What follows belongs to an exercise in optimizing a design on an open flow for small area, a short achievable clock period and few clock cycles; a production flow would make more cautious choices. In this exercise RTL edits were held to simulation tests only and were not proved equivalent to the original.

## antialiased_line_rasterizer_core
module antialiased_line_rasterizer_core #(
    parameter int COORD_BITS = 12,
    parameter int FRAC_BITS  = 12
) (
    input  logic clk,
    input  logic rst_n,
    input  logic s_axis_tvalid,
    output logic s_axis_tready,
    input  logic [((4*COORD_BITS+7)/8)*8-1:0] s_axis_tdata,
    input  logic s_axis_tuser,
    output logic m_axis_tvalid,
    input  logic m_axis_tready,
    output logic [((2*COORD_BITS+48+7)/8)*8-1:0] m_axis_tdata,
    output logic m_axis_tlast,
    input  logic cfg_we,
    input  logic [23:0] cfg_wdata
);
    logic [23:0] stroke_reg;
    always_ff @(posedge clk or negedge rst_n)
    begin
        if (!rst_n)
            stroke_reg <= '0;
        else if (cfg_we)
            stroke_reg <= cfg_wdata;
    end
    logic        f1_v, f1_user;
    logic        p_occ;
    logic [12:0] fe_rem;         
    logic [12:0] p_owed, a_owed;
    logic        s1_v, out_v;
    logic [3:0]  e_ph;           
    logic        e_done, e_last;
    logic        p_dy0, p_deq;           
    assign e_last = (e_ph == 4'd14);        
    assign e_done = (e_ph[3:1] == 3'b111) || p_dy0 || p_deq;
    logic f1_start, p_busy, p_free;
    assign f1_start = f1_v && !f1_user;
    assign p_busy   = p_occ || f1_start;
    assign p_free   = !p_busy || (p_occ && e_done && (a_owed == '0));
    assign s_axis_tready = s_axis_tuser || p_free;
    logic in_acc;
    assign in_acc = s_axis_tvalid && s_axis_tready;
    logic [11:0] p_xs, p_ys, p_dx, p_dy;
    logic        p_bx, p_by;
    logic [12:0] in_dx, in_dy;
    logic        f_ok;
    assign in_dx = {1'b0, s_axis_tdata[35:24]} - {1'b0, s_axis_tdata[11:0]};
    assign in_dy = {1'b0, s_axis_tdata[47:36]} - {1'b0, s_axis_tdata[23:12]};
    assign f_ok  = !p_bx && !p_by && (p_dy <= p_dx);
    logic p_load, step_inc, inc_p, inc_a;
    assign p_load   = f1_start && f_ok;
    assign step_inc = f1_v && f1_user && (fe_rem != '0);
  ...
For scale: about 150 I/O pins, ~40000 um^2 of cells after synthesis.
==> flow/config.mk <==
export PLATFORM = sky130hd
export DESIGN_NAME = antialiased_line_rasterizer_core
export DESIGN_NICKNAME = antialiased_line_rasterizer_core
export VERILOG_FILES = /design/flow/design.v
export SDC_FILE = /design/flow/constraint.sdc
export NUM_CORES = 4
export LEC_CHECK = 0
export ABC_CLOCK_PERIOD_IN_PS = 4500
export CAP_MARGIN = 20
export CORE_MARGIN = 2
export CORE_UTILIZATION = 60
export CTS_CLUSTER_DIAMETER = 80
export CTS_CLUSTER_SIZE = 40
export SETUP_SLACK_MARGIN = 5
export SLEW_MARGIN = 20
==> flow/constraint.sdc <==
create_clock -name core_clock -period 10.5 [get_ports {clk}]
set_input_delay 2.1000 -clock core_clock [delete_from_list [all_inputs] [get_ports {clk}]]
set_output_delay 2.1000 -clock core_clock [all_outputs]
set_load 0.01 [all_outputs]
standard.sh (not shown) runs the stock make flow with config.mk's settings and CLKGATE_MAP_FILE= SYNTH_SCRIPT=/design/flow/synth_recipe.tcl, a recipe that flattens the netlist after the stock synthesis.
==> flow/flow/run.sh <==
#!/bin/bash
# Own layout flow: the standard layout (standard.sh, unchanged synthesis
# and steps) with plain sky130_fd_sc_hd__buf_1 cells as the port buffers
# instead of the default delay buffers. make's full output goes to
# standard_make.log here; ORFS keeps each step's log under orfs/logs.
set -euo pipefail
bash standard.sh "BUFFER_PORTS_ARGS=-buffer_cell sky130_fd_sc_hd__buf_1" finish > standard_make.log 2>&1
The baseline produced a clean layout.
Testbench counts at the start, summed over its fixed seeds: cycles 18,817.
==> next run, changes <==
--- a/flow/config.mk
+++ b/flow/config.mk
@@ -10,6 +10,5 @@
 export CORE_MARGIN = 2
 export CORE_UTILIZATION = 60
-export CTS_CLUSTER_DIAMETER = 80
-export CTS_CLUSTER_SIZE = 40
 export SETUP_SLACK_MARGIN = 5
 export SLEW_MARGIN = 20
+export TNS_END_PERCENT = 0
The new run passed the timing, design-rule and antenna checks.
Routed wire length climbs by about 2.2%.
Non-clock buffer count climbs by 4.
Die area does not change.
Final area climbs by about 0.8%.
Sequential cell count is unchanged.
Setup slack is worse by 0.073 ns.
Count of clock-buffer cells in the layout climbs by 28.
==> next run, changes <==
--- a/flow/config.mk
+++ b/flow/config.mk
@@ -12,3 +12,2 @@
 export SETUP_SLACK_MARGIN = 5
 export SLEW_MARGIN = 20
-export TNS_END_PERCENT = 0
Outcome: The new run went through all stages and came out clean. Sequential cell count does not change. First-iteration DRC count came out lower by 14%. Area after synthesis does not change. Worst setup slack is better by 0.10 ns.
==> next run, changes <==
--- a/flow/config.mk
+++ b/flow/config.mk
@@ -7,7 +7,9 @@
 export LEC_CHECK = 0
 export ABC_CLOCK_PERIOD_IN_PS = 4500
-export CAP_MARGIN = 20
+export CAP_MARGIN = 5
 export CORE_MARGIN = 2
 export CORE_UTILIZATION = 60
+export CTS_CLUSTER_DIAMETER = 80
+export CTS_CLUSTER_SIZE = 30
 export SETUP_SLACK_MARGIN = 5
-export SLEW_MARGIN = 20
+export SLEW_MARGIN = 5
Result: Sequential share of layout area rose by 0.38 points. First-iteration DRC count drops by about 0.9%.
==> next run, changes <==
--- a/flow/config.mk
+++ b/flow/config.mk
@@ -6,10 +6,9 @@
 export NUM_CORES = 4
 export LEC_CHECK = 0
+export ABC_AREA = 1
 export ABC_CLOCK_PERIOD_IN_PS = 4500
-export CAP_MARGIN = 5
+export CAP_MARGIN = 20
 export CORE_MARGIN = 2
 export CORE_UTILIZATION = 60
-export CTS_CLUSTER_DIAMETER = 80
-export CTS_CLUSTER_SIZE = 30
 export SETUP_SLACK_MARGIN = 5
-export SLEW_MARGIN = 5
+export SLEW_MARGIN = 20
=>
- The new run completed with no timing, DRC or antenna violations
- setup slack gains 0.20 ns
- routed wire length grows by about a fifth
- cell area is higher by a few percent

==> static timing again, ports no longer ideal <==
No port has a modelled driver above. Below, the same layouts with a new extraction and two added sets of constraints.
Step 1: set_driving_cell puts a clkbuf_16 on clk and a buf_2 on each other input, an assumption about the parent block.
Step 2 adds t to the input delays and takes it off the output delays; t is the mean of the earliest and latest rising clock arrival at the registers after step 1. Input paths then give back, and output paths get back, about the clock's delay inside the block.
Three values: ideal, step 1, step 2; two values: the first two.
run	shift t [ns]	setup slack, ns	latest minus earliest clock arrival (ns)
the first run	0.649	5.073 / 5.073 / 5.073	0.048 / 0.048
the second run	0.671	4.999 / 4.999 / 4.999	0.029 / 0.030
the third run	0.700	5.101 / 5.101 / 5.101	0.079 / 0.079
the fourth run	0.653	5.076 / 5.076 / 5.076	0.046 / 0.045
the fifth run	0.678	5.276 / 5.232 / 5.276	0.067 / 0.068
After both steps setup and hold are still met in every run listed.
